Background: an optimization exercise with open tools, aiming at small area, a short achievable clock period and few clock cycles per item. Do not read the settings as production practice.
Function was not checked in any run shown here: the RTL went through the layout flow alone.
Power and IR drop assume default switching activity.

==> design.v <==
`default_nettype none
package exu_alu_pkg;
  typedef logic [32-1:0]        xlen_t;
  typedef logic [32-1:0]     pc_t;
  typedef logic [5-1:0] rfidx_t;
  typedef logic [2-1:0]   grp_t;
  typedef logic [4-1:0]    op_t;
  typedef logic [3:0]                  dpath_fn_t;
  typedef struct packed {
    xlen_t  rs1;
    xlen_t  rs2;
    xlen_t  imm;
    pc_t    pc;
    rfidx_t rdidx;
    logic   rdwen;
    logic   ilegl;    
    grp_t   grp;
    op_t    op;
  } exu_issue_t;
  typedef struct packed {
    xlen_t     op1;
    xlen_t     op2;
    dpath_fn_t fn;
  } dpath_req_t;
  typedef struct packed {
    xlen_t wdat;
    logic  err;
    logic  bjp;
    logic  prdt;     
    logic  rslv;     
  } unit_rsp_t;
  typedef struct packed {
    pc_t  pc;
    logic pc_vld;
    logic bjp;
    logic prdt;
    logic rslv;
    logic ilegl;
  } exu_cmt_t;
  typedef struct packed {
    xlen_t  wdat;
    rfidx_t rdidx;
  } exu_wbck_t;
  typedef enum logic [1:0] {
    MDV_IDLE,
    MDV_BUSY,
    MDV_DONE
  } mdv_state_e;
endpackage
`default_nettype wire
`timescale 1ns/100ps
`default_nettype none
module exu_alu_pfx #(
  parameter int N     = 32,
  parameter int STYLE = 0
) (
  input  wire logic [N-1:0] i_g,
  input  wire logic [N-1:0] i_p,
  output logic      [N-1:0] o_g
);
  localparam int L = $clog2(N);
  if (STYLE == 1) begin : g_skl
    logic [N-1:0] gg [0:L];
    logic [N-1:0] pp [0:L];
    assign gg[0] = i_g;
    assign pp[0] = i_p;
    for (genvar l = 0; l < L; l++) begin : g_lvl
      for (genvar i = 0; i < N; i++) begin : g_bit
        if ((i >> l) & 1) begin : g_op
          localparam int J = ((i >> l) << l) - 1;
          assign gg[l+1][i] = gg[l][i] | (pp[l][i] & gg[l][J]);
          assign pp[l+1][i] = pp[l][i] & pp[l][J];
        end else begin : g_pass
          assign gg[l+1][i] = gg[l][i];
          assign pp[l+1][i] = pp[l][i];
        end
      end
    end
    assign o_g = gg[L];
  end else if (STYLE == 2) begin : g_ks
    logic [N-1:0] gg [0:L];
    logic [N-1:0] pp [0:L];
    assign gg[0] = i_g;
    assign pp[0] = i_p;
    for (genvar l = 0; l < L; l++) begin : g_lvl
      for (genvar i = 0; i < N; i++) begin : g_bit
        if (i >= (1 << l)) begin : g_op
          assign gg[l+1][i] = gg[l][i] | (pp[l][i] & gg[l][i-(1<<l)]);
          assign pp[l+1][i] = pp[l][i] & pp[l][i-(1<<l)];
        end else begin : g_pass
          assign gg[l+1][i] = gg[l][i];
          assign pp[l+1][i] = pp[l][i];
        end
      end
    end
    assign o_g = gg[L];
  end else begin : g_bk
    logic [N-1:0] gg [0:2*L-1];
    logic [N-1:0] pp [0:2*L-1];
    assign gg[0] = i_g;
    assign pp[0] = i_p;
    for (genvar l = 0; l < L; l++) begin : g_up
      for (genvar i = 0; i < N; i++) begin : g_bit
        if (((i + 1) % (2 << l)) == 0) begin : g_op
          assign gg[l+1][i] = gg[l][i] | (pp[l][i] & gg[l][i-(1<<l)]);
          assign pp[l+1][i] = pp[l][i] & pp[l][i-(1<<l)];
        end else begin : g_pass
          assign gg[l+1][i] = gg[l][i];
          assign pp[l+1][i] = pp[l][i];
        end
      end
    end
    for (genvar d = 0; d < L-1; d++) begin : g_dn
      localparam int S = 1 << (L - 2 - d);    
      for (genvar i = 0; i < N; i++) begin : g_bit
        if ((i >= 2*S) && (((i + 1) % (2*S)) == S)) begin : g_op
          assign gg[L+d+1][i] = gg[L+d][i] | (pp[L+d][i] & gg[L+d][i-S]);
          assign pp[L+d+1][i] = pp[L+d][i] & pp[L+d][i-S];
        end else begin : g_pass
          assign gg[L+d+1][i] = gg[L+d][i];
          assign pp[L+d+1][i] = pp[L+d][i];
        end
      end
    end
    assign o_g = gg[2*L-1];
  end
endmodule
`default_nettype wire
`timescale 1ns/100ps
`default_nettype none
module exu_alu_rglr (
  input  wire exu_alu_pkg::op_t        i_op,
  input  wire logic                    i_alu,      
  input  wire logic                    i_bjp,      
  input  wire exu_alu_pkg::xlen_t      i_rs1,
  input  wire exu_alu_pkg::xlen_t      i_rs2,
  input  wire exu_alu_pkg::xlen_t      i_imm,
  input  wire exu_alu_pkg::xlen_t      i_link,
  output exu_alu_pkg::xlen_t           o_res,      
  output logic                         o_taken     
);
  localparam int XL = 32;
  exu_alu_pkg::xlen_t op1, op2, b, p, g, c, sum, sr, sfill;
  logic               do_sub, lt, ltu, eq, cout, fill;
  logic [4:0]         shamt;
  exu_alu_pkg::xlen_t gc;
  assign op1 = i_rs1;
  assign op2 = i_op[3] ? i_imm : i_rs2;
  assign do_sub = i_bjp | (i_op[2:0] == 3'd1) | (i_op[3:1] == 3'b111);
  assign b      = op2 ^ {XL{do_sub}};
  assign p      = op1 ^ b;
  assign g      = op1 & b;
  exu_alu_pfx #(.N(XL), .STYLE(1)) u_pfx (
    .i_g({g[XL-1:1], g[0] | (p[0] & do_sub)}), .i_p(p), .o_g(gc)
  );
  assign c    = {gc[XL-2:0], do_sub};
  assign sum  = p ^ c;
  assign cout = gc[XL-1];
  assign ltu = ~cout;                                   
  assign lt  = (op1[XL-1] ^ op2[XL-1]) ? op1[XL-1] : sum[XL-1];
  assign eq  = &p;                                      
  logic               sll;
  exu_alu_pkg::xlen_t sx, op1_rev, sr_rev;
  assign sll   = (i_op[2:0] == 3'd5);
  assign shamt = op2[4:0];
  assign fill  = (i_op == 4'h7) & op1[XL-1];
  for (genvar i = 0; i < XL; i++) begin : g_rev
    assign op1_rev[i] = op1[XL-1-i];
    assign sr_rev[i]  = sr[XL-1-i];
  end
  assign sx    = sll ? op1_rev : op1;
  exu_alu_pkg::xlen_t st [0:5];
  assign st[0] = sx;
  for (genvar k = 0; k < 5; k++) begin : g_sh
    assign st[k+1] = shamt[k] ? {{(1<<k){fill}}, st[k][XL-1:(1<<k)]} : st[k];
  end
  assign sr = st[5];
  logic s_sum, s_p, s_g, s_sr, s_sl, s_op2, s_lt, s_ltu;
  always_comb begin
    {s_sum, s_p, s_g, s_sr, s_sl, s_op2, s_lt, s_ltu} = '0;
    if (i_alu) begin
      case (i_op)
        4'h2,  4'hA: s_p   = 1'b1;
        4'h3,   4'hB: begin s_p = 1'b1; s_g = 1'b1; end
        4'h4,  4'hC: s_g   = 1'b1;
        4'h5,  4'hD: s_sl  = 1'b1;
        4'h6,
        4'h7:        s_sr  = 1'b1;
        4'h9:        s_op2 = 1'b1;
        4'hE:        s_lt  = 1'b1;
        4'hF:       s_ltu = 1'b1;
        default:            s_sum = 1'b1;
      endcase
    end
  end
  assign o_res = ({XL{s_sum}} & sum)
               | ({XL{s_p}}   & p)
               | ({XL{s_g}}   & g)
               | ({XL{s_sr}}  & sr)
               | ({XL{s_sl}}  & sr_rev)
               | ({XL{s_op2}} & op2)
               | ({XL{i_bjp}} & i_link)
               | {{(XL-1){1'b0}}, (s_lt & lt) | (s_ltu & ltu)};
  always_comb begin
    case (i_op)
      4'h0:  o_taken =  eq;
      4'h1:  o_taken = ~eq;
      4'h2:  o_taken =  lt;
      4'h3:  o_taken = ~lt;
      4'h4: o_taken =  ltu;
      4'h5: o_taken = ~ltu;
      default:      o_taken = 1'b1;                    
    endcase
  end
endmodule
`default_nettype wire
`timescale 1ns/100ps
`default_nettype none
module exu_alu_bjp (
  input  wire exu_alu_pkg::pc_t        i_pc,
  output exu_alu_pkg::xlen_t           o_link
);
  localparam int W = 32 - 2;
  logic [W-1:0] hi, all1;
  assign hi = i_pc[32-1:2];
  exu_alu_pfx #(.N(W), .STYLE(1)) u_pfx (
    .i_g({W{1'b0}} | {{(W-1){1'b0}}, hi[0]}), .i_p(hi), .o_g(all1)
  );
  assign o_link = {hi ^ {all1[W-2:0], 1'b1}, i_pc[1:0]};
endmodule
`default_nettype wire
`timescale 1ns/100ps
`default_nettype none
module exu_alu_muldiv (
  input  wire logic                    i_clk,
  input  wire logic                    i_reset,
  input  wire logic                    i_start,    
  input  wire logic                    i_accept,   
  input  wire exu_alu_pkg::xlen_t      i_rs1,      
  input  wire exu_alu_pkg::xlen_t      i_rs2,
  output logic                         o_done,
  output exu_alu_pkg::xlen_t           o_res
);
  localparam int XL = 32;
  localparam int K  = 8;
  localparam int N  = XL / K;
  localparam int W  = $clog2(N + 1);
  logic [W-1:0]       cnt;
  exu_alu_pkg::xlen_t acc, acc_in, s, c, p, g, gc, nxt;
  logic [XL:0]        rs2x;
  logic [K:0]         dig;
  assign o_done = (cnt == W'(N));
  assign o_res  = acc;
  assign rs2x   = {i_rs2, 1'b0};
  assign dig    = rs2x[(N-1-cnt)*K +: K+1];
  assign acc_in = (cnt == '0) ? '0 : acc;
  exu_alu_mulstep u_step (.i_rs1, .i_acc(acc_in), .i_dig(dig), .o_s(s), .o_c(c));
  assign p = s ^ c;
  assign g = s & c;
  exu_alu_pfx #(.N(XL), .STYLE(1)) u_pfx (.i_g(g), .i_p(p), .o_g(gc));
  assign nxt = p ^ {gc[XL-2:0], 1'b0};
  always_ff @(posedge i_clk) begin
    if (i_reset | i_accept) cnt <= '0;
    else if (i_start & ~o_done) cnt <= cnt + 1'b1;
  end
  always_ff @(posedge i_clk) begin
    if (~o_done) acc <= nxt;
  end
endmodule
module exu_alu_mulstep (
  input  wire logic [31:0] i_rs1,
  input  wire logic [31:0] i_acc,
  input  wire logic [8:0] i_dig,
  output logic      [31:0] o_s,
  output logic      [31:0] o_c
);
  logic b_one1;
  logic b_two2;
  logic b_neg3;
  logic pp4;
  logic pp5;
  logic pp6;
  logic pp7;
  logic pp8;
  logic pp9;
  logic pp10;
  logic pp11;
  logic pp12;
  logic pp13;
  logic pp14;
  logic pp15;
  logic pp16;
  logic pp17;
  logic pp18;
  logic pp19;
  logic pp20;
  logic pp21;
  logic pp22;
  logic pp23;
  logic pp24;
  logic pp25;
  logic pp26;
  logic pp27;
  logic pp28;
  logic pp29;
  logic pp30;
  logic pp31;
  logic pp32;
  logic pp33;
  logic pp34;
  logic pp35;
  logic b_one36;
  logic b_two37;
  logic b_neg38;
  logic pp39;
  logic pp40;
  logic pp41;
  logic pp42;
  logic pp43;
  logic pp44;
  logic pp45;
  logic pp46;
  logic pp47;
  logic pp48;
  logic pp49;
  logic pp50;
  logic pp51;
  logic pp52;
  logic pp53;
  logic pp54;
  logic pp55;
  logic pp56;
  logic pp57;
  logic pp58;
  logic pp59;
  logic pp60;
  logic pp61;
  logic pp62;
  logic pp63;
  logic pp64;
  logic pp65;
  logic pp66;
  logic pp67;
  logic pp68;
  logic b_one69;
  logic b_two70;
  logic b_neg71;
  logic pp72;
  logic pp73;
  logic pp74;
  logic pp75;
  logic pp76;
  logic pp77;
  logic pp78;
  logic pp79;
  logic pp80;
  logic pp81;
  logic pp82;
  logic pp83;
  logic pp84;
  logic pp85;
  logic pp86;
  logic pp87;
  logic pp88;
  logic pp89;
  logic pp90;
  logic pp91;
  logic pp92;
  logic pp93;
  logic pp94;
  logic pp95;
  logic pp96;
  logic pp97;
  logic pp98;
  logic pp99;
  logic b_one100;
  logic b_two101;
  logic b_neg102;
  logic pp103;
  logic pp104;
  logic pp105;
  logic pp106;
  logic pp107;
  logic pp108;
  logic pp109;
  logic pp110;
  logic pp111;
  logic pp112;
  logic pp113;
  logic pp114;
  logic pp115;
  logic pp116;
  logic pp117;
  logic pp118;
  logic pp119;
  logic pp120;
  logic pp121;
  logic pp122;
  logic pp123;
  logic pp124;
  logic pp125;
  logic pp126;
  logic pp127;
  logic pp128;
  logic hs129;
  logic hc130;
  logic hs131;
  logic hc132;
  logic fs133;
  logic fc134;
  logic fs135;
  logic fc136;
  logic fs137;
  logic fc138;
  logic fs139;
  logic fc140;
  logic fs141;
  logic fc142;
  logic fs143;
  logic fc144;
  logic fs145;
  logic fc146;
  logic fs147;
  logic fc148;
  logic fs149;
  logic fc150;
  logic fs151;
  logic fc152;
  logic fs153;
  logic fc154;
  logic fs155;
  logic fc156;
  logic fs157;
  logic fc158;
  logic fs159;
  logic fc160;
  logic fs161;
  logic fc162;
  logic fs163;
  logic fc164;
  logic fs165;
  logic fc166;
  logic fs167;
  logic fc168;
  logic fs169;
  logic fc170;
  logic fs171;
  logic fc172;
  logic fs173;
  logic fc174;
  logic fs175;
  logic fc176;
  logic fs177;
  logic fc178;
  logic fs179;
  logic fc180;
  logic hs181;
  logic hc182;
  logic hs183;
  logic hc184;
  logic fs185;
  logic fc186;
  logic fs187;
  logic fc188;
  logic fs189;
  logic fc190;
  logic fs191;
  logic fc192;
  logic fs193;
  logic fc194;
  logic fs195;
  logic fc196;
  logic fs197;
  logic fc198;
  logic fs199;
  logic fc200;
  logic fs201;
  logic fc202;
  logic fs203;
  logic fc204;
  logic fs205;
  logic fc206;
  logic fs207;
  logic fc208;
  logic fs209;
  logic fc210;
  logic fs211;
  logic fc212;
  logic fs213;
  logic fc214;
  logic fs215;
  logic fc216;
  logic fs217;
  logic fc218;
  logic fs219;
  logic fc220;
  logic fs221;
  logic fc222;
  logic fs223;
  logic fc224;
  logic fs225;
  logic fc226;
  logic fs227;
  logic fc228;
  logic fs229;
  logic fc230;
  logic fs231;
  logic fc232;
  logic fs233;
  logic fc234;
  logic fs235;
  logic fc236;
  logic hs237;
  logic hc238;
  logic hs239;
  logic hc240;
  logic fs241;
  logic fc242;
  logic fs243;
  logic fc244;
  logic fs245;
  logic fc246;
  logic fs247;
  logic fc248;
  logic fs249;
  logic fc250;
  logic fs251;
  logic fc252;
  logic fs253;
  logic fc254;
  logic fs255;
  logic fc256;
  logic fs257;
  logic fc258;
  logic fs259;
  logic fc260;
  logic fs261;
  logic fc262;
  logic fs263;
  logic fc264;
  logic fs265;
  logic fc266;
  logic fs267;
  logic fc268;
  logic fs269;
  logic fc270;
  logic fs271;
  logic fc272;
  logic fs273;
  logic fc274;
  logic fs275;
  logic fc276;
  logic fs277;
  logic fc278;
  logic fs279;
  logic fc280;
  logic fs281;
  logic fc282;
  logic fs283;
  logic fc284;
  logic fs285;
  logic fc286;
  logic fs287;
  logic fc288;
  logic fs289;
  logic fc290;
  logic fs291;
  logic fc292;
  logic fs293;
  logic fc294;
  logic fs295;
  logic fc296;
  assign b_one1 = i_dig[1] ^ i_dig[0];
  assign b_two2 = (i_dig[2] & ~i_dig[1] & ~i_dig[0]) | (~i_dig[2] & i_dig[1] & i_dig[0]);
  assign b_neg3 = i_dig[2];
  assign pp4 = (b_one1 & i_rs1[0]) ^ b_neg3;
  assign pp5 = ((b_one1 & i_rs1[1]) | (b_two2 & i_rs1[0])) ^ b_neg3;
  assign pp6 = ((b_one1 & i_rs1[2]) | (b_two2 & i_rs1[1])) ^ b_neg3;
  assign pp7 = ((b_one1 & i_rs1[3]) | (b_two2 & i_rs1[2])) ^ b_neg3;
  assign pp8 = ((b_one1 & i_rs1[4]) | (b_two2 & i_rs1[3])) ^ b_neg3;
  assign pp9 = ((b_one1 & i_rs1[5]) | (b_two2 & i_rs1[4])) ^ b_neg3;
  assign pp10 = ((b_one1 & i_rs1[6]) | (b_two2 & i_rs1[5])) ^ b_neg3;
  assign pp11 = ((b_one1 & i_rs1[7]) | (b_two2 & i_rs1[6])) ^ b_neg3;
  assign pp12 = ((b_one1 & i_rs1[8]) | (b_two2 & i_rs1[7])) ^ b_neg3;
  assign pp13 = ((b_one1 & i_rs1[9]) | (b_two2 & i_rs1[8])) ^ b_neg3;
  assign pp14 = ((b_one1 & i_rs1[10]) | (b_two2 & i_rs1[9])) ^ b_neg3;
  assign pp15 = ((b_one1 & i_rs1[11]) | (b_two2 & i_rs1[10])) ^ b_neg3;
  assign pp16 = ((b_one1 & i_rs1[12]) | (b_two2 & i_rs1[11])) ^ b_neg3;
  assign pp17 = ((b_one1 & i_rs1[13]) | (b_two2 & i_rs1[12])) ^ b_neg3;
  assign pp18 = ((b_one1 & i_rs1[14]) | (b_two2 & i_rs1[13])) ^ b_neg3;
  assign pp19 = ((b_one1 & i_rs1[15]) | (b_two2 & i_rs1[14])) ^ b_neg3;
  assign pp20 = ((b_one1 & i_rs1[16]) | (b_two2 & i_rs1[15])) ^ b_neg3;
  assign pp21 = ((b_one1 & i_rs1[17]) | (b_two2 & i_rs1[16])) ^ b_neg3;
  assign pp22 = ((b_one1 & i_rs1[18]) | (b_two2 & i_rs1[17])) ^ b_neg3;
  assign pp23 = ((b_one1 & i_rs1[19]) | (b_two2 & i_rs1[18])) ^ b_neg3;
  assign pp24 = ((b_one1 & i_rs1[20]) | (b_two2 & i_rs1[19])) ^ b_neg3;
  assign pp25 = ((b_one1 & i_rs1[21]) | (b_two2 & i_rs1[20])) ^ b_neg3;
  assign pp26 = ((b_one1 & i_rs1[22]) | (b_two2 & i_rs1[21])) ^ b_neg3;
  assign pp27 = ((b_one1 & i_rs1[23]) | (b_two2 & i_rs1[22])) ^ b_neg3;
  assign pp28 = ((b_one1 & i_rs1[24]) | (b_two2 & i_rs1[23])) ^ b_neg3;
  assign pp29 = ((b_one1 & i_rs1[25]) | (b_two2 & i_rs1[24])) ^ b_neg3;
  assign pp30 = ((b_one1 & i_rs1[26]) | (b_two2 & i_rs1[25])) ^ b_neg3;
  assign pp31 = ((b_one1 & i_rs1[27]) | (b_two2 & i_rs1[26])) ^ b_neg3;
  assign pp32 = ((b_one1 & i_rs1[28]) | (b_two2 & i_rs1[27])) ^ b_neg3;
  assign pp33 = ((b_one1 & i_rs1[29]) | (b_two2 & i_rs1[28])) ^ b_neg3;
  assign pp34 = ((b_one1 & i_rs1[30]) | (b_two2 & i_rs1[29])) ^ b_neg3;
  assign pp35 = ((b_one1 & i_rs1[31]) | (b_two2 & i_rs1[30])) ^ b_neg3;
  assign b_one36 = i_dig[3] ^ i_dig[2];
  assign b_two37 = (i_dig[4] & ~i_dig[3] & ~i_dig[2]) | (~i_dig[4] & i_dig[3] & i_dig[2]);
  assign b_neg38 = i_dig[4];
  assign pp39 = (b_one36 & i_rs1[0]) ^ b_neg38;
  assign pp40 = ((b_one36 & i_rs1[1]) | (b_two37 & i_rs1[0])) ^ b_neg38;
  assign pp41 = ((b_one36 & i_rs1[2]) | (b_two37 & i_rs1[1])) ^ b_neg38;
  assign pp42 = ((b_one36 & i_rs1[3]) | (b_two37 & i_rs1[2])) ^ b_neg38;
  assign pp43 = ((b_one36 & i_rs1[4]) | (b_two37 & i_rs1[3])) ^ b_neg38;
  assign pp44 = ((b_one36 & i_rs1[5]) | (b_two37 & i_rs1[4])) ^ b_neg38;
  assign pp45 = ((b_one36 & i_rs1[6]) | (b_two37 & i_rs1[5])) ^ b_neg38;
  assign pp46 = ((b_one36 & i_rs1[7]) | (b_two37 & i_rs1[6])) ^ b_neg38;
  assign pp47 = ((b_one36 & i_rs1[8]) | (b_two37 & i_rs1[7])) ^ b_neg38;
  assign pp48 = ((b_one36 & i_rs1[9]) | (b_two37 & i_rs1[8])) ^ b_neg38;
  assign pp49 = ((b_one36 & i_rs1[10]) | (b_two37 & i_rs1[9])) ^ b_neg38;
  assign pp50 = ((b_one36 & i_rs1[11]) | (b_two37 & i_rs1[10])) ^ b_neg38;
  assign pp51 = ((b_one36 & i_rs1[12]) | (b_two37 & i_rs1[11])) ^ b_neg38;
  assign pp52 = ((b_one36 & i_rs1[13]) | (b_two37 & i_rs1[12])) ^ b_neg38;
  assign pp53 = ((b_one36 & i_rs1[14]) | (b_two37 & i_rs1[13])) ^ b_neg38;
  assign pp54 = ((b_one36 & i_rs1[15]) | (b_two37 & i_rs1[14])) ^ b_neg38;
  assign pp55 = ((b_one36 & i_rs1[16]) | (b_two37 & i_rs1[15])) ^ b_neg38;
  assign pp56 = ((b_one36 & i_rs1[17]) | (b_two37 & i_rs1[16])) ^ b_neg38;
  assign pp57 = ((b_one36 & i_rs1[18]) | (b_two37 & i_rs1[17])) ^ b_neg38;
  assign pp58 = ((b_one36 & i_rs1[19]) | (b_two37 & i_rs1[18])) ^ b_neg38;
  assign pp59 = ((b_one36 & i_rs1[20]) | (b_two37 & i_rs1[19])) ^ b_neg38;
  assign pp60 = ((b_one36 & i_rs1[21]) | (b_two37 & i_rs1[20])) ^ b_neg38;
  assign pp61 = ((b_one36 & i_rs1[22]) | (b_two37 & i_rs1[21])) ^ b_neg38;
  assign pp62 = ((b_one36 & i_rs1[23]) | (b_two37 & i_rs1[22])) ^ b_neg38;
  assign pp63 = ((b_one36 & i_rs1[24]) | (b_two37 & i_rs1[23])) ^ b_neg38;
  assign pp64 = ((b_one36 & i_rs1[25]) | (b_two37 & i_rs1[24])) ^ b_neg38;
  assign pp65 = ((b_one36 & i_rs1[26]) | (b_two37 & i_rs1[25])) ^ b_neg38;
  assign pp66 = ((b_one36 & i_rs1[27]) | (b_two37 & i_rs1[26])) ^ b_neg38;
  assign pp67 = ((b_one36 & i_rs1[28]) | (b_two37 & i_rs1[27])) ^ b_neg38;
  assign pp68 = ((b_one36 & i_rs1[29]) | (b_two37 & i_rs1[28])) ^ b_neg38;
  assign b_one69 = i_dig[5] ^ i_dig[4];
  assign b_two70 = (i_dig[6] & ~i_dig[5] & ~i_dig[4]) | (~i_dig[6] & i_dig[5] & i_dig[4]);
  assign b_neg71 = i_dig[6];
  assign pp72 = (b_one69 & i_rs1[0]) ^ b_neg71;
  assign pp73 = ((b_one69 & i_rs1[1]) | (b_two70 & i_rs1[0])) ^ b_neg71;
  assign pp74 = ((b_one69 & i_rs1[2]) | (b_two70 & i_rs1[1])) ^ b_neg71;
  assign pp75 = ((b_one69 & i_rs1[3]) | (b_two70 & i_rs1[2])) ^ b_neg71;
  assign pp76 = ((b_one69 & i_rs1[4]) | (b_two70 & i_rs1[3])) ^ b_neg71;
  assign pp77 = ((b_one69 & i_rs1[5]) | (b_two70 & i_rs1[4])) ^ b_neg71;
  assign pp78 = ((b_one69 & i_rs1[6]) | (b_two70 & i_rs1[5])) ^ b_neg71;
  assign pp79 = ((b_one69 & i_rs1[7]) | (b_two70 & i_rs1[6])) ^ b_neg71;
  assign pp80 = ((b_one69 & i_rs1[8]) | (b_two70 & i_rs1[7])) ^ b_neg71;
  assign pp81 = ((b_one69 & i_rs1[9]) | (b_two70 & i_rs1[8])) ^ b_neg71;
  assign pp82 = ((b_one69 & i_rs1[10]) | (b_two70 & i_rs1[9])) ^ b_neg71;
  assign pp83 = ((b_one69 & i_rs1[11]) | (b_two70 & i_rs1[10])) ^ b_neg71;
  assign pp84 = ((b_one69 & i_rs1[12]) | (b_two70 & i_rs1[11])) ^ b_neg71;
  assign pp85 = ((b_one69 & i_rs1[13]) | (b_two70 & i_rs1[12])) ^ b_neg71;
  assign pp86 = ((b_one69 & i_rs1[14]) | (b_two70 & i_rs1[13])) ^ b_neg71;
  assign pp87 = ((b_one69 & i_rs1[15]) | (b_two70 & i_rs1[14])) ^ b_neg71;
  assign pp88 = ((b_one69 & i_rs1[16]) | (b_two70 & i_rs1[15])) ^ b_neg71;
  assign pp89 = ((b_one69 & i_rs1[17]) | (b_two70 & i_rs1[16])) ^ b_neg71;
  assign pp90 = ((b_one69 & i_rs1[18]) | (b_two70 & i_rs1[17])) ^ b_neg71;
  assign pp91 = ((b_one69 & i_rs1[19]) | (b_two70 & i_rs1[18])) ^ b_neg71;
  assign pp92 = ((b_one69 & i_rs1[20]) | (b_two70 & i_rs1[19])) ^ b_neg71;
  assign pp93 = ((b_one69 & i_rs1[21]) | (b_two70 & i_rs1[20])) ^ b_neg71;
  assign pp94 = ((b_one69 & i_rs1[22]) | (b_two70 & i_rs1[21])) ^ b_neg71;
  assign pp95 = ((b_one69 & i_rs1[23]) | (b_two70 & i_rs1[22])) ^ b_neg71;
  assign pp96 = ((b_one69 & i_rs1[24]) | (b_two70 & i_rs1[23])) ^ b_neg71;
  assign pp97 = ((b_one69 & i_rs1[25]) | (b_two70 & i_rs1[24])) ^ b_neg71;
  assign pp98 = ((b_one69 & i_rs1[26]) | (b_two70 & i_rs1[25])) ^ b_neg71;
  assign pp99 = ((b_one69 & i_rs1[27]) | (b_two70 & i_rs1[26])) ^ b_neg71;
  assign b_one100 = i_dig[7] ^ i_dig[6];
  assign b_two101 = (i_dig[8] & ~i_dig[7] & ~i_dig[6]) | (~i_dig[8] & i_dig[7] & i_dig[6]);
  assign b_neg102 = i_dig[8];
  assign pp103 = (b_one100 & i_rs1[0]) ^ b_neg102;
  assign pp104 = ((b_one100 & i_rs1[1]) | (b_two101 & i_rs1[0])) ^ b_neg102;
  assign pp105 = ((b_one100 & i_rs1[2]) | (b_two101 & i_rs1[1])) ^ b_neg102;
  assign pp106 = ((b_one100 & i_rs1[3]) | (b_two101 & i_rs1[2])) ^ b_neg102;
  assign pp107 = ((b_one100 & i_rs1[4]) | (b_two101 & i_rs1[3])) ^ b_neg102;
  assign pp108 = ((b_one100 & i_rs1[5]) | (b_two101 & i_rs1[4])) ^ b_neg102;
  assign pp109 = ((b_one100 & i_rs1[6]) | (b_two101 & i_rs1[5])) ^ b_neg102;
  assign pp110 = ((b_one100 & i_rs1[7]) | (b_two101 & i_rs1[6])) ^ b_neg102;
  assign pp111 = ((b_one100 & i_rs1[8]) | (b_two101 & i_rs1[7])) ^ b_neg102;
  assign pp112 = ((b_one100 & i_rs1[9]) | (b_two101 & i_rs1[8])) ^ b_neg102;
  assign pp113 = ((b_one100 & i_rs1[10]) | (b_two101 & i_rs1[9])) ^ b_neg102;
  assign pp114 = ((b_one100 & i_rs1[11]) | (b_two101 & i_rs1[10])) ^ b_neg102;
  assign pp115 = ((b_one100 & i_rs1[12]) | (b_two101 & i_rs1[11])) ^ b_neg102;
  assign pp116 = ((b_one100 & i_rs1[13]) | (b_two101 & i_rs1[12])) ^ b_neg102;
  assign pp117 = ((b_one100 & i_rs1[14]) | (b_two101 & i_rs1[13])) ^ b_neg102;
  assign pp118 = ((b_one100 & i_rs1[15]) | (b_two101 & i_rs1[14])) ^ b_neg102;
  assign pp119 = ((b_one100 & i_rs1[16]) | (b_two101 & i_rs1[15])) ^ b_neg102;
  assign pp120 = ((b_one100 & i_rs1[17]) | (b_two101 & i_rs1[16])) ^ b_neg102;
  assign pp121 = ((b_one100 & i_rs1[18]) | (b_two101 & i_rs1[17])) ^ b_neg102;
  assign pp122 = ((b_one100 & i_rs1[19]) | (b_two101 & i_rs1[18])) ^ b_neg102;
  assign pp123 = ((b_one100 & i_rs1[20]) | (b_two101 & i_rs1[19])) ^ b_neg102;
  assign pp124 = ((b_one100 & i_rs1[21]) | (b_two101 & i_rs1[20])) ^ b_neg102;
  assign pp125 = ((b_one100 & i_rs1[22]) | (b_two101 & i_rs1[21])) ^ b_neg102;
  assign pp126 = ((b_one100 & i_rs1[23]) | (b_two101 & i_rs1[22])) ^ b_neg102;
  assign pp127 = ((b_one100 & i_rs1[24]) | (b_two101 & i_rs1[23])) ^ b_neg102;
  assign pp128 = ((b_one100 & i_rs1[25]) | (b_two101 & i_rs1[24])) ^ b_neg102;
  assign hs129 = pp10 ^ pp43;
  assign hc130 = pp10 & pp43;
  assign hs131 = pp11 ^ pp44;
  assign hc132 = pp11 & pp44;
  assign fs133 = pp12 ^ pp45 ^ pp76;
  assign fc134 = (pp12 & pp45) | (pp12 & pp76) | (pp45 & pp76);
  assign fs135 = pp13 ^ pp46 ^ pp77;
  assign fc136 = (pp13 & pp46) | (pp13 & pp77) | (pp46 & pp77);
  assign fs137 = pp14 ^ pp47 ^ pp78;
  assign fc138 = (pp14 & pp47) | (pp14 & pp78) | (pp47 & pp78);
  assign fs139 = pp15 ^ pp48 ^ pp79;
  assign fc140 = (pp15 & pp48) | (pp15 & pp79) | (pp48 & pp79);
  assign fs141 = pp16 ^ pp49 ^ pp80;
  assign fc142 = (pp16 & pp49) | (pp16 & pp80) | (pp49 & pp80);
  assign fs143 = pp17 ^ pp50 ^ pp81;
  assign fc144 = (pp17 & pp50) | (pp17 & pp81) | (pp50 & pp81);
  assign fs145 = pp18 ^ pp51 ^ pp82;
  assign fc146 = (pp18 & pp51) | (pp18 & pp82) | (pp51 & pp82);
  assign fs147 = pp19 ^ pp52 ^ pp83;
  assign fc148 = (pp19 & pp52) | (pp19 & pp83) | (pp52 & pp83);
  assign fs149 = pp20 ^ pp53 ^ pp84;
  assign fc150 = (pp20 & pp53) | (pp20 & pp84) | (pp53 & pp84);
  assign fs151 = pp21 ^ pp54 ^ pp85;
  assign fc152 = (pp21 & pp54) | (pp21 & pp85) | (pp54 & pp85);
  assign fs153 = pp22 ^ pp55 ^ pp86;
  assign fc154 = (pp22 & pp55) | (pp22 & pp86) | (pp55 & pp86);
  assign fs155 = pp23 ^ pp56 ^ pp87;
  assign fc156 = (pp23 & pp56) | (pp23 & pp87) | (pp56 & pp87);
  assign fs157 = pp24 ^ pp57 ^ pp88;
  assign fc158 = (pp24 & pp57) | (pp24 & pp88) | (pp57 & pp88);
  assign fs159 = pp25 ^ pp58 ^ pp89;
  assign fc160 = (pp25 & pp58) | (pp25 & pp89) | (pp58 & pp89);
  assign fs161 = pp26 ^ pp59 ^ pp90;
  assign fc162 = (pp26 & pp59) | (pp26 & pp90) | (pp59 & pp90);
  assign fs163 = pp27 ^ pp60 ^ pp91;
  assign fc164 = (pp27 & pp60) | (pp27 & pp91) | (pp60 & pp91);
  assign fs165 = pp28 ^ pp61 ^ pp92;
  assign fc166 = (pp28 & pp61) | (pp28 & pp92) | (pp61 & pp92);
  assign fs167 = pp29 ^ pp62 ^ pp93;
  assign fc168 = (pp29 & pp62) | (pp29 & pp93) | (pp62 & pp93);
  assign fs169 = pp30 ^ pp63 ^ pp94;
  assign fc170 = (pp30 & pp63) | (pp30 & pp94) | (pp63 & pp94);
  assign fs171 = pp31 ^ pp64 ^ pp95;
  assign fc172 = (pp31 & pp64) | (pp31 & pp95) | (pp64 & pp95);
  assign fs173 = pp32 ^ pp65 ^ pp96;
  assign fc174 = (pp32 & pp65) | (pp32 & pp96) | (pp65 & pp96);
  assign fs175 = pp33 ^ pp66 ^ pp97;
  assign fc176 = (pp33 & pp66) | (pp33 & pp97) | (pp66 & pp97);
  assign fs177 = pp34 ^ pp67 ^ pp98;
  assign fc178 = (pp34 & pp67) | (pp34 & pp98) | (pp67 & pp98);
  assign fs179 = pp35 ^ pp68 ^ pp99;
  assign fc180 = (pp35 & pp68) | (pp35 & pp99) | (pp68 & pp99);
  assign hs181 = pp8 ^ pp41;
  assign hc182 = pp8 & pp41;
  assign hs183 = pp9 ^ pp42;
  assign hc184 = pp9 & pp42;
  assign fs185 = pp74 ^ pp103 ^ b_neg102;
  assign fc186 = (pp74 & pp103) | (pp74 & b_neg102) | (pp103 & b_neg102);
  assign fs187 = pp75 ^ pp104 ^ hs131;
  assign fc188 = (pp75 & pp104) | (pp75 & hs131) | (pp104 & hs131);
  assign fs189 = pp105 ^ i_acc[0] ^ fs133;
  assign fc190 = (pp105 & i_acc[0]) | (pp105 & fs133) | (i_acc[0] & fs133);
  assign fs191 = pp106 ^ i_acc[1] ^ fs135;
  assign fc192 = (pp106 & i_acc[1]) | (pp106 & fs135) | (i_acc[1] & fs135);
  assign fs193 = pp107 ^ i_acc[2] ^ fs137;
  assign fc194 = (pp107 & i_acc[2]) | (pp107 & fs137) | (i_acc[2] & fs137);
  assign fs195 = pp108 ^ i_acc[3] ^ fs139;
  assign fc196 = (pp108 & i_acc[3]) | (pp108 & fs139) | (i_acc[3] & fs139);
  assign fs197 = pp109 ^ i_acc[4] ^ fs141;
  assign fc198 = (pp109 & i_acc[4]) | (pp109 & fs141) | (i_acc[4] & fs141);
  assign fs199 = pp110 ^ i_acc[5] ^ fs143;
  assign fc200 = (pp110 & i_acc[5]) | (pp110 & fs143) | (i_acc[5] & fs143);
  assign fs201 = pp111 ^ i_acc[6] ^ fs145;
  assign fc202 = (pp111 & i_acc[6]) | (pp111 & fs145) | (i_acc[6] & fs145);
  assign fs203 = pp112 ^ i_acc[7] ^ fs147;
  assign fc204 = (pp112 & i_acc[7]) | (pp112 & fs147) | (i_acc[7] & fs147);
  assign fs205 = pp113 ^ i_acc[8] ^ fs149;
  assign fc206 = (pp113 & i_acc[8]) | (pp113 & fs149) | (i_acc[8] & fs149);
  assign fs207 = pp114 ^ i_acc[9] ^ fs151;
  assign fc208 = (pp114 & i_acc[9]) | (pp114 & fs151) | (i_acc[9] & fs151);
  assign fs209 = pp115 ^ i_acc[10] ^ fs153;
  assign fc210 = (pp115 & i_acc[10]) | (pp115 & fs153) | (i_acc[10] & fs153);
  assign fs211 = pp116 ^ i_acc[11] ^ fs155;
  assign fc212 = (pp116 & i_acc[11]) | (pp116 & fs155) | (i_acc[11] & fs155);
  assign fs213 = pp117 ^ i_acc[12] ^ fs157;
  assign fc214 = (pp117 & i_acc[12]) | (pp117 & fs157) | (i_acc[12] & fs157);
  assign fs215 = pp118 ^ i_acc[13] ^ fs159;
  assign fc216 = (pp118 & i_acc[13]) | (pp118 & fs159) | (i_acc[13] & fs159);
  assign fs217 = pp119 ^ i_acc[14] ^ fs161;
  assign fc218 = (pp119 & i_acc[14]) | (pp119 & fs161) | (i_acc[14] & fs161);
  assign fs219 = pp120 ^ i_acc[15] ^ fs163;
  assign fc220 = (pp120 & i_acc[15]) | (pp120 & fs163) | (i_acc[15] & fs163);
  assign fs221 = pp121 ^ i_acc[16] ^ fs165;
  assign fc222 = (pp121 & i_acc[16]) | (pp121 & fs165) | (i_acc[16] & fs165);
  assign fs223 = pp122 ^ i_acc[17] ^ fs167;
  assign fc224 = (pp122 & i_acc[17]) | (pp122 & fs167) | (i_acc[17] & fs167);
  assign fs225 = pp123 ^ i_acc[18] ^ fs169;
  assign fc226 = (pp123 & i_acc[18]) | (pp123 & fs169) | (i_acc[18] & fs169);
  assign fs227 = pp124 ^ i_acc[19] ^ fs171;
  assign fc228 = (pp124 & i_acc[19]) | (pp124 & fs171) | (i_acc[19] & fs171);
  assign fs229 = pp125 ^ i_acc[20] ^ fs173;
  assign fc230 = (pp125 & i_acc[20]) | (pp125 & fs173) | (i_acc[20] & fs173);
  assign fs231 = pp126 ^ i_acc[21] ^ fs175;
  assign fc232 = (pp126 & i_acc[21]) | (pp126 & fs175) | (i_acc[21] & fs175);
  assign fs233 = pp127 ^ i_acc[22] ^ fs177;
  assign fc234 = (pp127 & i_acc[22]) | (pp127 & fs177) | (i_acc[22] & fs177);
  assign fs235 = pp128 ^ i_acc[23] ^ fs179;
  assign fc236 = (pp128 & i_acc[23]) | (pp128 & fs179) | (i_acc[23] & fs179);
  assign hs237 = pp6 ^ pp39;
  assign hc238 = pp6 & pp39;
  assign hs239 = pp7 ^ pp40;
  assign hc240 = pp7 & pp40;
  assign fs241 = pp72 ^ b_neg71 ^ hs181;
  assign fc242 = (pp72 & b_neg71) | (pp72 & hs181) | (b_neg71 & hs181);
  assign fs243 = pp73 ^ hs183 ^ hc182;
  assign fc244 = (pp73 & hs183) | (pp73 & hc182) | (hs183 & hc182);
  assign fs245 = hs129 ^ fs185 ^ hc184;
  assign fc246 = (hs129 & fs185) | (hs129 & hc184) | (fs185 & hc184);
  assign fs247 = hc130 ^ fs187 ^ fc186;
  assign fc248 = (hc130 & fs187) | (hc130 & fc186) | (fs187 & fc186);
  assign fs249 = hc132 ^ fs189 ^ fc188;
  assign fc250 = (hc132 & fs189) | (hc132 & fc188) | (fs189 & fc188);
  assign fs251 = fc134 ^ fs191 ^ fc190;
  assign fc252 = (fc134 & fs191) | (fc134 & fc190) | (fs191 & fc190);
  assign fs253 = fc136 ^ fs193 ^ fc192;
  assign fc254 = (fc136 & fs193) | (fc136 & fc192) | (fs193 & fc192);
  assign fs255 = fc138 ^ fs195 ^ fc194;
  assign fc256 = (fc138 & fs195) | (fc138 & fc194) | (fs195 & fc194);
  assign fs257 = fc140 ^ fs197 ^ fc196;
  assign fc258 = (fc140 & fs197) | (fc140 & fc196) | (fs197 & fc196);
  assign fs259 = fc142 ^ fs199 ^ fc198;
  assign fc260 = (fc142 & fs199) | (fc142 & fc198) | (fs199 & fc198);
  assign fs261 = fc144 ^ fs201 ^ fc200;
  assign fc262 = (fc144 & fs201) | (fc144 & fc200) | (fs201 & fc200);
  assign fs263 = fc146 ^ fs203 ^ fc202;
  assign fc264 = (fc146 & fs203) | (fc146 & fc202) | (fs203 & fc202);
  assign fs265 = fc148 ^ fs205 ^ fc204;
  assign fc266 = (fc148 & fs205) | (fc148 & fc204) | (fs205 & fc204);
  assign fs267 = fc150 ^ fs207 ^ fc206;
  assign fc268 = (fc150 & fs207) | (fc150 & fc206) | (fs207 & fc206);
  assign fs269 = fc152 ^ fs209 ^ fc208;
  assign fc270 = (fc152 & fs209) | (fc152 & fc208) | (fs209 & fc208);
  assign fs271 = fc154 ^ fs211 ^ fc210;
  assign fc272 = (fc154 & fs211) | (fc154 & fc210) | (fs211 & fc210);
  assign fs273 = fc156 ^ fs213 ^ fc212;
  assign fc274 = (fc156 & fs213) | (fc156 & fc212) | (fs213 & fc212);
  assign fs275 = fc158 ^ fs215 ^ fc214;
  assign fc276 = (fc158 & fs215) | (fc158 & fc214) | (fs215 & fc214);
  assign fs277 = fc160 ^ fs217 ^ fc216;
  assign fc278 = (fc160 & fs217) | (fc160 & fc216) | (fs217 & fc216);
  assign fs279 = fc162 ^ fs219 ^ fc218;
  assign fc280 = (fc162 & fs219) | (fc162 & fc218) | (fs219 & fc218);
  assign fs281 = fc164 ^ fs221 ^ fc220;
  assign fc282 = (fc164 & fs221) | (fc164 & fc220) | (fs221 & fc220);
  assign fs283 = fc166 ^ fs223 ^ fc222;
  assign fc284 = (fc166 & fs223) | (fc166 & fc222) | (fs223 & fc222);
  assign fs285 = fc168 ^ fs225 ^ fc224;
  assign fc286 = (fc168 & fs225) | (fc168 & fc224) | (fs225 & fc224);
  assign fs287 = fc170 ^ fs227 ^ fc226;
  assign fc288 = (fc170 & fs227) | (fc170 & fc226) | (fs227 & fc226);
  assign fs289 = fc172 ^ fs229 ^ fc228;
  assign fc290 = (fc172 & fs229) | (fc172 & fc228) | (fs229 & fc228);
  assign fs291 = fc174 ^ fs231 ^ fc230;
  assign fc292 = (fc174 & fs231) | (fc174 & fc230) | (fs231 & fc230);
  assign fs293 = fc176 ^ fs233 ^ fc232;
  assign fc294 = (fc176 & fs233) | (fc176 & fc232) | (fs233 & fc232);
  assign fs295 = fc178 ^ fs235 ^ fc234;
  assign fc296 = (fc178 & fs235) | (fc178 & fc234) | (fs235 & fc234);
  assign o_s[0] = pp4;
  assign o_c[0] = b_neg3;
  assign o_s[1] = pp5;
  assign o_c[1] = 1'b0;
  assign o_s[2] = b_neg38;
  assign o_c[2] = hs237;
  assign o_s[3] = hs239;
  assign o_c[3] = hc238;
  assign o_s[4] = fs241;
  assign o_c[4] = hc240;
  assign o_s[5] = fs243;
  assign o_c[5] = fc242;
  assign o_s[6] = fs245;
  assign o_c[6] = fc244;
  assign o_s[7] = fs247;
  assign o_c[7] = fc246;
  assign o_s[8] = fs249;
  assign o_c[8] = fc248;
  assign o_s[9] = fs251;
  assign o_c[9] = fc250;
  assign o_s[10] = fs253;
  assign o_c[10] = fc252;
  assign o_s[11] = fs255;
  assign o_c[11] = fc254;
  assign o_s[12] = fs257;
  assign o_c[12] = fc256;
  assign o_s[13] = fs259;
  assign o_c[13] = fc258;
  assign o_s[14] = fs261;
  assign o_c[14] = fc260;
  assign o_s[15] = fs263;
  assign o_c[15] = fc262;
  assign o_s[16] = fs265;
  assign o_c[16] = fc264;
  assign o_s[17] = fs267;
  assign o_c[17] = fc266;
  assign o_s[18] = fs269;
  assign o_c[18] = fc268;
  assign o_s[19] = fs271;
  assign o_c[19] = fc270;
  assign o_s[20] = fs273;
  assign o_c[20] = fc272;
  assign o_s[21] = fs275;
  assign o_c[21] = fc274;
  assign o_s[22] = fs277;
  assign o_c[22] = fc276;
  assign o_s[23] = fs279;
  assign o_c[23] = fc278;
  assign o_s[24] = fs281;
  assign o_c[24] = fc280;
  assign o_s[25] = fs283;
  assign o_c[25] = fc282;
  assign o_s[26] = fs285;
  assign o_c[26] = fc284;
  assign o_s[27] = fs287;
  assign o_c[27] = fc286;
  assign o_s[28] = fs289;
  assign o_c[28] = fc288;
  assign o_s[29] = fs291;
  assign o_c[29] = fc290;
  assign o_s[30] = fs293;
  assign o_c[30] = fc292;
  assign o_s[31] = fs295;
  assign o_c[31] = fc294;
endmodule
`default_nettype wire
`timescale 1ns/100ps
`default_nettype none
module exu_alu (
  input  wire logic                    i_clk,
  input  wire logic                    i_reset,
  input  wire logic                    i_valid,
  output logic                         o_ready,
  input  wire exu_alu_pkg::exu_issue_t i_issue,
  output logic                         o_cmt_valid,
  input  wire logic                    i_cmt_ready,
  output exu_alu_pkg::exu_cmt_t        o_cmt,
  output logic                         o_wbck_valid,
  input  wire logic                    i_wbck_ready,
  output exu_alu_pkg::exu_wbck_t       o_wbck
);
  logic               is_alu, is_bjp, is_mul;
  logic               done, need_wbck, accept;
  logic               mul_done, taken;
  exu_alu_pkg::xlen_t alu_res, link, mul_res;
  assign is_alu = ~i_issue.ilegl & ~i_issue.grp[1] & ~i_issue.grp[0];
  assign is_bjp = ~i_issue.ilegl & ~i_issue.grp[1] &  i_issue.grp[0];
  assign is_mul = ~i_issue.ilegl &  i_issue.grp[1];
  exu_alu_rglr u_rglr (
    .i_op(i_issue.op), .i_alu(is_alu), .i_bjp(is_bjp), .i_link(link), .i_rs1(i_issue.rs1), .i_rs2(i_issue.rs2), .i_imm(i_issue.imm),
    .o_res(alu_res), .o_taken(taken)
  );
  exu_alu_bjp u_bjp (
    .i_pc(i_issue.pc), .o_link(link)
  );
  exu_alu_muldiv u_muldiv (
    .i_clk, .i_reset,
    .i_start(i_valid & is_mul), .i_accept(accept),
    .i_rs1(i_issue.rs1), .i_rs2(i_issue.rs2),
    .o_done(mul_done), .o_res(mul_res)
  );
  assign done      = ~is_mul | mul_done;
  assign need_wbck = i_issue.rdwen & ~i_issue.ilegl;
  assign o_ready   = done & i_cmt_ready & (~need_wbck | i_wbck_ready);
  assign accept    = i_valid & o_ready;
  assign o_cmt_valid  = i_valid & done & (~need_wbck | i_wbck_ready);
  assign o_wbck_valid = i_valid & done & need_wbck & i_cmt_ready;
  assign o_cmt.pc     = i_issue.pc;
  assign o_cmt.pc_vld = 1'b1;
  assign o_cmt.bjp    = is_bjp;
  assign o_cmt.prdt   = is_bjp & i_issue.imm[32-1];
  assign o_cmt.rslv   = is_bjp & taken;
  assign o_cmt.ilegl  = i_issue.ilegl;
  assign o_wbck.wdat  = alu_res | ({32{is_mul}} & mul_res);
  assign o_wbck.rdidx = i_issue.rdidx;
endmodule
`default_nettype wire
==> flow/run.sh <==
#!/bin/bash
# Standard ORFS layout; the only change is the cell that buffers the ports.
set -euo pipefail
export BUFFER_PORTS_ARGS="-buffer_cell sky130_fd_sc_hd__buf_2"
bash standard.sh > orfs_make.log 2>&1
==> standard.sh <==
#!/bin/bash
# synth_recipe.tcl (not shown) runs the flow's synth.tcl, then flattens the netlist and writes it again
# the make line also repeats each setting of config.mk as NAME=value (left out here)
make -C /OpenROAD-flow-scripts/flow DESIGN_CONFIG=/design/flow/config.mk WORK_HOME=/design/flow/orfs CLKGATE_MAP_FILE= SYNTH_SCRIPT=/design/flow/synth_recipe.tcl "${@:-finish}"
==> config.mk <==
export PLATFORM = sky130hd
export DESIGN_NAME = exu_alu
export DESIGN_NICKNAME = exu_alu
export VERILOG_FILES = /design/flow/design.v
export SDC_FILE = /design/flow/constraint.sdc
export NUM_CORES = 4
export LEC_CHECK = 0
export CAP_MARGIN = 20
export CORE_MARGIN = 2
export CORE_UTILIZATION = 40
export SETUP_SLACK_MARGIN = 3
export SLEW_MARGIN = 20
==> constraint.sdc <==
create_clock -name core_clock -period 10.0 [get_ports {i_clk}]
set_input_delay 2.0000 -clock core_clock [delete_from_list [all_inputs] [get_ports {i_clk}]]
set_output_delay 2.0000 -clock core_clock [all_outputs]
set_load 0.01 [all_outputs]
==> results.py, run 1 <==
metrics = {
    "worst_setup_path": {
        "crit_start": "i_issue[2]",
        "reg2reg_to": "u_muldiv.acc[31]",
        "crit_type": "in -> out",
        "rrSetupSlack_ns": 3.29,
        "r2r_start": "u_muldiv.cnt[0]",
        "cp-start-kind": "input pin",
        "worst-r2r-cell-count": 23,
        "crit_arrival_ns": 5.57,
        "cp-end-kind": "output port",
        "required_ns": 8.00,
        "critPathCapture": "o_wbck[13]",
        "path_max_fanout": 6,
    },
    "floorplan": {
        "fp.dieH_um": 191,
        "die-area_um2": 36400,
        "start_util_pct": 40.5,
        "io_pins": 223,
        "core_area_um2": 34500,
        "fp.dieW_um": 191,
        "rows": 68,
    },
    "cells_and_area": {
        "final_common_cell": "buf_2",
        "drive_gt1_share_pct": 37.2,
        "final_cell_mix": "buf_2 (199), buf_4 (144), mux2i_1 (141)",
        "antennaDiodeCount": 0,
        "fin_cells": 2402,
        "fin_nets": 2250,
        "syn_to_final_growth_pct": 36.3,
        "fill_cells": 3070,
    },
    "cts": {
        "cts_hold_buf": 0,
        "clk_latency_ns": 0.29,
        "cts_sinks": 35,
        "clk_pin_slew_ns": 0.06,
        "cts_tree": "done",
        "cts_buffer_depth": 2,
        "h-tree-depth": 2,
        "cts_root_buffer": "clkbuf_16",
        "cts_buffers": 5,
    },
    "placement": {
        "place_ws_ns": 1.52,
        "port_buffers": 211,
        "gp_congestion": 1.02,
        "dp.cells": 2210,
        "dp_hpwl_mm": 45.5,
    },
    "sta": {
        "post-route-worst-setup-slack_ns": 2.43,
        "slew_headroom_pct": 34.2,
        "slew_violations": 0,
        "finalHoldViolCount": 0,
        "rsz0062_at_grt": "yes",
        "tightestPinTransition_ns": 0.979,
        "setup_tns_ns": 0,
        "post-route-period-util_pct": 75.7,
        "skew_ns": 0.00958,
        "min_period_ns": 7.57,
        "max_freq_mhz": 132,
        "setup_violations": 0,
    },
    "drt": {
        "dr.pass1.iters": 8,
        "postRouteAntennaNets": 0,
        "drc_errors": 0,
        "routedWlPerCell_um": 28.1,
        "drt_iter0_drc": 1952,
        "routed_wl_mm": 67.5,
        "vias_per_cell": 6.54,
        "vias": 15700,
    },
    "logic_synthesis": {
        "syn-num-nets": 1996,
        "yosysUniqueCellTypes": 74,
        "netlist_area_um2": 14000,
        "synth_area_per_cell_um2": 8.26,
        "synth_top_area_share_pct": 13.6,
        "synth_area_leaders": "mux2i_1 (14%), fa_1 (12%), xnor2_1 (10%)",
        "synthArstFlopShare_pct": 0,
        "synth_cells": 1692,
        "ys.flop_type": "edfxtp_1",
        "yosysTopAreaCell": "mux2i_1",
        "synth_seq_cells": 35,
        "synth_edf_count": 32,
        "seq_area_frac_synth_pct": 7.31,
        "ys.warnings.count": 9,
    },
    "global_routing": {
        "grt_antenna_before_repair": 0,
        "grt_pass1_vias": 14800,
        "grt_overflow": 0,
        "grt_max_degree": 48,
        "grt_use_total_pct": 34.8,
        "grt_pass1_wl_mm": 94.5,
    },
    "min_path": {
        "holdPathStages": 2,
        "hold_path.class": "reg -> reg",
    },
    "job": {
        "maxCapViolations": 0,
    },
    "power_and_ir_drop": {
        "power.density_nw_per_um2": 289,
        "peakVddDrop_v": 0.000552,
        "p_leak_nw": 8.11,
    },
    "run_status": {
        "status": "timing/DRC/antenna clean",
    },
}
synthesized netlist by cell type, drive strengths merged, types with 13 or more instances:
master  number
mux2        13
o221ai      17
a221o       13
a222oi      15
buf         85
xor2        64
nand2      106
a211oi      16
clkbuf      94
mux4        13
a221oi      16
edfxtp      32
fa          82
nor2        76
nor3        20
and2        16
a21o        19
nand2b      13
inv        109
mux2i      191
ha          76
a22oi      127
nand4       20
o21ai       60
nand3       35
a21oi       71
o211ai      17
xnor2      164
state kept, by name, summed over array words and instances (netlist names):
signal        count
u_muldiv.acc     32
u_muldiv.cnt      3
report_power, final:
part | switching (mW) | total [mW] | leakage (nW) | internal [mW]
Sequential | 0.112 | 0.530 | 0.363 | 0.418
Clock | 0.0638 | 0.188 | 0.0868 | 0.124
Combinational | 2.48 | 4.79 | 7.66 | 2.31
worst min-delay path by stage:
stage	startpoint	end	slack, ns
floorplan	u_muldiv.cnt[1]	u_muldiv.cnt[1]	0.68
global placement	u_muldiv.cnt[1]	u_muldiv.cnt[1]	0.73
detailed placement	u_muldiv.cnt[1]	u_muldiv.cnt[1]	0.72
CTS	u_muldiv.cnt[1]	u_muldiv.cnt[1]	0.73
global route	u_muldiv.cnt[1]	u_muldiv.cnt[1]	0.83
finish	u_muldiv.cnt[1]	u_muldiv.cnt[1]	0.75
layer usage:
layer	wire, um	global-route usage (%)	vias to the layer above
met4	5280	22.5	0
met5	0	0	-
met2	29300	52.7	1183
met1	24800	44.9	7579
met3	8200	7.44	311
li1	-	-	6627
critical path: stages:
cell and delay, ns:
buf_12 0.11, and2_4 0.18, a221o_4 0.50, buf_6 0.17
nand2_4 0.07, o21ai_4 0.06, fa_2 0.40, nand3_4 0.09
a21oi_4 0.07, nor3_4 0.27, inv_1 0.10, fa_2 0.42
a222oi_1 0.38, o211ai_1 0.20, a21oi_2 0.24, o221ai_2 0.14
buf_2 0.18
stage by stage:
stage	hold slack (ns)	util (%)	area [um^2]	power [mW]
after floorplan	0.678	-	14200	3.08
after global placement	0.728	43.8	15100	3.95
after detailed placement	0.722	43.8	15100	4.01
after CTS	0.726	50.7	17500	4.88
after global routing	0.829	55.3	19000	5.90
final	0.747	55.3	19000	5.51
area by class of cell:
class                   instances  area, um^2  share of cell area, %
flip-flops and latches         35        1020                   5.37
multi-input cells            1373       13500                   70.8
clock inverters                 2        35.0                  0.184
well taps                     455         569                   2.99
clock buffers                   6         139                  0.729
repair buffers                420        3370                   17.7
inverters                     111         422                   2.21
logic make-up (layout without fill, tap and decap cells):
logic type / after synthesis / count (layout) / synth area share, %
other cells: 1 / 1 / 0.0268
mux: 217 / 217 / 16.9
xor+xnor: 228 / 228 / 14.3
buf+inv: 290 / 539 / 9.50
flops: 35 / 35 / 7.31
simple gates: 338 / 341 / 11.7
fa+ha+maj: 158 / 158 / 18.6
compound gates: 425 / 428 / 21.8
repair_timing:
item / CTS / global route
gates cloned: 14 / 4
hold endpoints to repair: 0 / 0
pin swaps: 88 / 79
buffers inserted: 93 / 72
resized for setup: 241 / 172
endpoints found under the setup margin: 54 / 53
==> run 2, diff against run 1 <==
--- a/config.mk
+++ b/config.mk
@@ -10,3 +10,3 @@
 export CORE_UTILIZATION = 40
-export SETUP_SLACK_MARGIN = 3
+export SETUP_SLACK_MARGIN = 4
 export SLEW_MARGIN = 20
==> results.py, run 2 <==
metrics = {
    "run_status": {
        "status": "timing/DRC/antenna clean",
    },
    "drt": {
        "postRouteAntennaNets": 0,
        "vias": 15100,
        "routed_wl_mm": 63.6,
        "drc_errors": 0,
        "routedWlPerCell_um": 27.0,
        "drt_iter0_drc": 1662,
        "vias_per_cell": 6.42,
        "dr.pass1.iters": 7,
    },
    "cts": {
        "cts_sinks": 35,
        "cts_buffer_depth": 2,
        "cts_hold_buf": 0,
        "cts_tree": "done",
        "cts_buffers": 5,
        "clk_latency_ns": 0.29,
        "h-tree-depth": 2,
        "cts_root_buffer": "clkbuf_16",
        "clk_pin_slew_ns": 0.06,
    },
    "logic_synthesis": {
        "synth_top_family_by_area": "compound AO/OA/AOI/OAI gates",
        "yosysTopAreaCell": "mux2i_1",
        "synth_compound_area_share_pct": 21.8,
        "synthMuxAreaShare_pct": 16.9,
        "synthArstFlopShare_pct": 0,
        "ys.warnings.count": 9,
        "synth_seq_cells": 35,
        "synthXorXnorAreaFrac_pct": 14.3,
        "yosysUniqueCellTypes": 74,
        "synth_common_cells": "mux2i_1 (190), xnor2_1 (164), a22oi_1 (127), inv_1 (109), nand2_1 (106)",
        "synth_cells": 1692,
        "synth_area_leaders": "mux2i_1 (14%), fa_1 (12%), xnor2_1 (10%)",
        "synth-adder-area-share_pct": 18.6,
        "netlist_area_um2": 14000,
        "synth_edf_count": 32,
        "ys.flop_type": "edfxtp_1",
        "synthSimpleGateAreaFrac_pct": 11.7,
        "synth_top_area_share_pct": 13.6,
        "seq_area_frac_synth_pct": 7.31,
        "yosysMostFrequentCell": "mux2i_1",
        "syn-num-nets": 1996,
        "synth_area_per_cell_um2": 8.26,
    },
    "sta": {
        "min_period_ns": 7.70,
        "post-route-period-util_pct": 77.0,
        "rsz0062_at_grt": "yes",
        "tightestPinTransition_ns": 0.996,
        "slew_headroom_pct": 33.4,
        "skew_ns": 0.00895,
        "finalHoldViolCount": 0,
        "setup_violations": 0,
        "max_freq_mhz": 130,
        "setup_tns_ns": 0,
        "slew_violations": 0,
    },
    "placement": {
        "dp.cells": 2215,
        "post_dp_cell_area_um2": 15300,
        "gp_congestion": 0.963,
        "port_buffers": 211,
        "dp_hpwl_mm": 45.7,
    },
    "floorplan": {
        "start_util_pct": 40.5,
        "io_pins": 223,
        "core_area_um2": 34500,
        "fp.dieW_um": 191,
        "fp.dieH_um": 191,
        "rows": 68,
        "die-area_um2": 36400,
    },
    "global_routing": {
        "grt_pass1_wl_mm": 92.2,
        "grt_use_total_pct": 33.9,
        "grt_pass1_vias": 14400,
        "grt_overflow": 0,
        "grt_max_degree": 49,
        "grt_antenna_before_repair": 3,
    },
    "cells_and_area": {
        "postLayoutCellArea_um2": 18200,
        "final_common_cell": "buf_2",
        "fill_cells": 3166,
        "antennaDiodeCount": 0,
        "seq_area_um2": 1020,
        "final_cell_mix": "buf_2 (198), mux2i_1 (170), xnor2_1 (146)",
        "fin_nets": 2202,
        "drive_gt1_share_pct": 34.2,
        "largest_register_ffs": 32,
        "top_regs": "u_muldiv.acc (32), u_muldiv.cnt (3)",
        "largest-register": "u_muldiv.acc",
        "fin_cells": 2354,
        "syn_to_final_growth_pct": 30.4,
        "multiInputGateArea_um2": 13100,
    },
    "worst_setup_path": {
        "cp-end-kind": "output port",
        "reg2reg_to": "u_muldiv.acc[31]",
        "crit_arrival_ns": 5.70,
        "crit_start": "i_issue[6]",
        "r2r_start": "u_muldiv.cnt[0]",
        "cp-start-kind": "input pin",
        "critPathCapture": "o_wbck[5]",
        "path_max_fanout": 6,
        "required_ns": 8.00,
        "crit_type": "in -> out",
        "rrSetupSlack_ns": 3.36,
        "worst-r2r-cell-count": 23,
    },
    "job": {
        "maxCapViolations": 0,
    },
    "power_and_ir_drop": {
        "p_leak_nw": 7.89,
        "peakVddDrop_v": 0.000460,
        "power.density_nw_per_um2": 302,
    },
    "min_path": {
        "hold_path.class": "reg -> reg",
    },
}
-- run 2: cells by family after synthesis --
kind of cell | after synthesis
muxes | 217
adders and majority gates | 158
DFF | 35
AOI/OAI and AO/OA | 425
and+or+nand+nor | 338
other | 1
buffers and inverters | 290
xor gates and xnor gates | 228
-- run 2: critical path: stages --
cell and delay [ns]:
buf_8 0.09, nor2_4 0.04, nand2_2 0.05, buf_6 0.13
clkinv_8 0.06, a221o_4 0.41, buf_4 0.17, xnor2_1 0.12
ha_1 0.37, a21oi_1 0.22, o21ai_0 0.22, a22oi_2 0.31
nand2_2 0.13, o31ai_4 0.40, mux2i_1 0.31, nor4_2 0.07
mux2_4 0.28, o221ai_2 0.15, buf_2 0.16
-- run 2: final cells by class --
type	instances	share of cell area [%]
flip-flops and latches	35	5.61
multi-input cells	1372	72.0
repair buffers	373	15.9
clock buffers	6	0.762
inverters	111	2.38
clock inverters	2	0.192
well taps	455	3.12
-- run 2: worst min path at each step --
stage / startpoint / endpoint / slack [ns] / cells past startpoint
after floorplan: u_muldiv.cnt[1] / u_muldiv.cnt[1] / 0.68 / 3
after global placement: u_muldiv.cnt[1] / u_muldiv.cnt[1] / 0.73 / 2
after detailed placement: u_muldiv.cnt[1] / u_muldiv.cnt[1] / 0.76 / 2
after CTS: u_muldiv.cnt[1] / u_muldiv.cnt[1] / 0.77 / 2
after global routing: u_muldiv.cnt[1] / u_muldiv.cnt[1] / 0.81 / 2
final: u_muldiv.cnt[1] / u_muldiv.cnt[1] / 0.76 / 2
-- run 2: routing by layer --
| metal | GRT usage [%] | vias to the layer above | wire (um) | share of wire, % |
|---|---|---|---|---|
| met5 | 0 | - | 26 | 0.041 |
| met4 | 21.3 | 4 | 4870 | 7.7 |
| met3 | 6.74 | 246 | 6300 | 9.9 |
| met2 | 51.9 | 938 | 27900 | 44 |
| met1 | 43.6 | 7374 | 24500 | 38 |
| li1 | - | 6543 | - | - |
-- run 2: per-stage QoR --
stage	setup WS [ns]	hold WS [ns]	total power [mW]	util [%]
CTS	2.44	0.770	5.03	50.8
finish	2.30	0.760	5.50	52.9
floorplan	2.60	0.678	3.25	-
detailed placement	1.48	0.761	4.18	44.4
global placement	1.61	0.727	4.12	44.4
global route	2.26	0.810	5.96	52.9
-- run 2: timing repair --
| action | 4_1_cts | 5_1_grt |
|---|---|---|
| pin swaps | 102 | 58 |
| buffers inserted | 79 | 35 |
| gates cloned | 16 | 1 |
| gates resized for setup | 214 | 73 |
| endpoints found under the setup margin | 58 | 57 |
-- run 2: where the power goes --
group | switching (mW) | internal (mW) | leakage (nW)
clock | 0.0666 | 0.124 | 0.0868
sequential | 0.117 | 0.418 | 0.363
combinational | 2.43 | 2.34 | 7.44
total | 2.61 | 2.89 | 7.89

## static timing again, ports no longer ideal
How much do the figures lean on ideal ports? The routed layouts below were timed once more, with nothing changed but the port constraints.
Step 1: set_driving_cell puts a clkbuf_16 on i_clk and a buf_2 on each other input, an assumption about the parent block.
Step 2 moves the port delays by t, midway between the first and last clock arrival at a register: inputs arrive t later, outputs are due t later. That takes back most of the time a late clock gives input paths.
Slacks: ideal / step 1 / step 2; pairs: ideal / step 1.
| run | t, ns | setup WS [ns] | hold slack, ns | worst slew at a driven data input, ns |
|---|---|---|---|---|
| run 1 | 0.334 | 2.425 / 2.350 / 2.093 | 0.747 / 0.747 / 0.747 | 0.13 |
| run 2 | 0.337 | 2.299 / 2.250 / 2.131 | 0.760 / 0.760 / 0.760 | 0.09 |
After both steps setup and hold are still met in every run listed. For run 1, which loses most, drivers alone change the setup slack by -0.075 ns; drivers and shift together by -0.332 ns.
